Background: an optimization exercise with open tools, aiming at small area. Do not read the settings as production practice. Where RTL was checked, it was by simulation tests only, not by an equivalence proof against the original. No driver is modelled on the clock port, so clock power and skew are understated where the tree is cut down; a real chip needs a root buffer or a tree. Power is estimated from default activity; no workload was simulated.

==> module cordic_sincos, before the edit <==
module cordic_sincos (
    input  logic               clk,
    input  logic               rst_n,
    input  cordic_pkg::angle_t angle,
    output cordic_pkg::angle_t sine,
    output cordic_pkg::angle_t cosine
);
    localparam int DEPTH = 14;
    localparam int DLY_N = DEPTH - 1;
    logic [8*DLY_N-1:0] dly;
    logic [7:0]         folded;
    assign folded = {dly[7], dly[6:0] ^ {7{dly[7]}}};
    always_ff @(posedge clk) begin
        dly <= {dly[8*(DLY_N-1)-1:8], folded, angle};
    end
    logic [15:0] lut_n;
    logic [15:0] res_n;
    cordic_lut u_lut (
        .a(dly[8*DLY_N-1 -: 8]),
        .q_n(lut_n)
    );
    always_ff @(posedge clk) begin
        res_n <= lut_n;
    end
    logic [3:0] run;
    logic       run_fb;
    logic       valid;
    assign run_fb = run[3] ? (~run[0] & (run[2] | run[1])) : run[0];
    assign valid  = (run == 4'b0000);
    always_ff @(posedge clk or negedge rst_n) begin
        if (!rst_n) begin
            run <= 4'b0011;
        end else begin
            run <= {run[2:0], run_fb};
        end
    end
    assign sine   = valid ? ~res_n[15:8] : 8'h00;
    assign cosine = valid ? ~res_n[7:0]  : 8'h00;
endmodule
Settings: LEC_CHECK=0, CAP_MARGIN=5, CORE_MARGIN=2, CORE_UTILIZATION=55, GPL_TIMING_DRIVEN=0, SETUP_SLACK_MARGIN=-0.2, SLEW_MARGIN=5; clock period 4.0 ns.
standard.sh (not shown) runs the stock make flow with config.mk's settings and CLKGATE_MAP_FILE= SYNTH_SCRIPT=/design/flow/synth_recipe.tcl, a recipe that flattens the netlist after the stock synthesis.
==> flow/flow/run.sh <==
#!/bin/bash
# Own layout flow: the standard layout, except that
#  - the clock tree is two levels of small buffers (flow/pre_cts.tcl), with
#    useful skew on the delay line -> table -> result register path;
#  - ports are buffered with the smallest buffer.
# Registers, their names and cell types are those of the standard synthesis.
set -euo pipefail
HERE=$(pwd)

# the standard synthesis script with only the ABC script swapped
sed -e 's|log_cmd abc {\*}\$abc_args|log_cmd abc -script '"$HERE"'/flow/abc_area_only.script {*}[lrange $abc_args 2 end]|' \
    "$FLOW_HOME/scripts/synth.tcl" > "$HERE/synth_area.tcl"
grep -q 'abc_area_only.script' "$HERE/synth_area.tcl"
sed -e 's|source \$::env(SCRIPTS_DIR)/synth.tcl|source '"$HERE"'/synth_area.tcl|' \
    "$HERE/synth_recipe.tcl" > "$HERE/own_synth.tcl"
grep -q 'synth_area.tcl' "$HERE/own_synth.tcl"

bash "$HERE/standard.sh" \
    "SYNTH_SCRIPT=$HERE/own_synth.tcl" \
    "ADDER_MAP_FILE=" \
    "PRE_CTS_TCL=$HERE/flow/pre_cts.tcl" \
    "BUFFER_PORTS_ARGS=-buffer_cell sky130_fd_sc_hd__buf_1" \
    finish > "$HERE/flow_make.log" 2>&1
Other scripts of this flow, unchanged in this note and not shown: flow/flow/abc_area_only.script, flow/flow/manual_cts.tcl, flow/flow/pre_cts.tcl
Rerun with:
--- a/flow/design.v
+++ b/flow/design.v
@@ -361,14 +361,12 @@
         res_n <= lut_n;
     end
-    logic [3:0] run;
-    logic       run_fb;
+    logic [3:0] cnt;
     logic       valid;
-    assign run_fb = run[3] ? (~run[0] & (run[2] | run[1])) : run[0];
-    assign valid  = (run == 4'b0000);
+    assign valid = (cnt == 4'(DEPTH));
     always_ff @(posedge clk or negedge rst_n) begin
         if (!rst_n) begin
-            run <= 4'b0011;
-        end else begin
-            run <= {run[2:0], run_fb};
+            cnt <= 4'd0;
+        end else if (!valid) begin
+            cnt <= cnt + 4'd1;
         end
     end
Global-route usage came out lower by 1.2 points.
Routed wire length fell by 2.6%.
Total power shrinks by 0.45%.
Clock power stays flat.
Via count goes down by about 0.7%.
First-iteration DRC count falls by about 27%.
Worst setup slack got worse by 0.011 ns.
Core utilization shrinks by 0.22 points.
Final area stays flat.
Maximum frequency stays flat.
Synthesized area rises by 0.55%.
Worst hold slack improves by 0.0083 ns.
Combinational power decreases by about 3%.
For the first run of this note, only the layout was checked, not whether the RTL still works. No run of this note takes its clock network from TritonCTS; it comes from the design's own scripts or RTL.

==> port drivers added, routing unchanged <==
Ports are ideal in the flow. The routed layouts listed here were re-timed in OpenROAD. Step 1 (the two cells are an assumption about what drives the block):
set clk [get_ports {clk}]
set_driving_cell -lib_cell sky130_fd_sc_hd__clkbuf_16 $clk
set_driving_cell -lib_cell sky130_fd_sc_hd__buf_2 [delete_from_list [all_inputs] $clk]
Step 2, shift: input delay + t, output delay - t, t = (earliest + latest rising clock arrival at the registers) / 2. This alone moves slack from input paths to output paths. Slacks: no drivers / after step 1 / after step 2; pairs: no drivers / after step 1.
run | t (ns) | setup WS [ns] | hold slack, ns | worst setup path after step 2 | latest minus earliest clock arrival (ns)
the first run | 0.354 | 0.234 / 0.234 / 0.234 | 0.273 / 0.261 / 0.282 | register to register | 0.373 / 0.374
the second run | 0.352 | 0.223 / 0.223 / 0.223 | 0.282 / 0.269 / 0.289 | register to register | 0.352 / 0.352
Clock arrivals are far apart in the first run and the second run, so t is only a midpoint there and step 2 fits no single register.
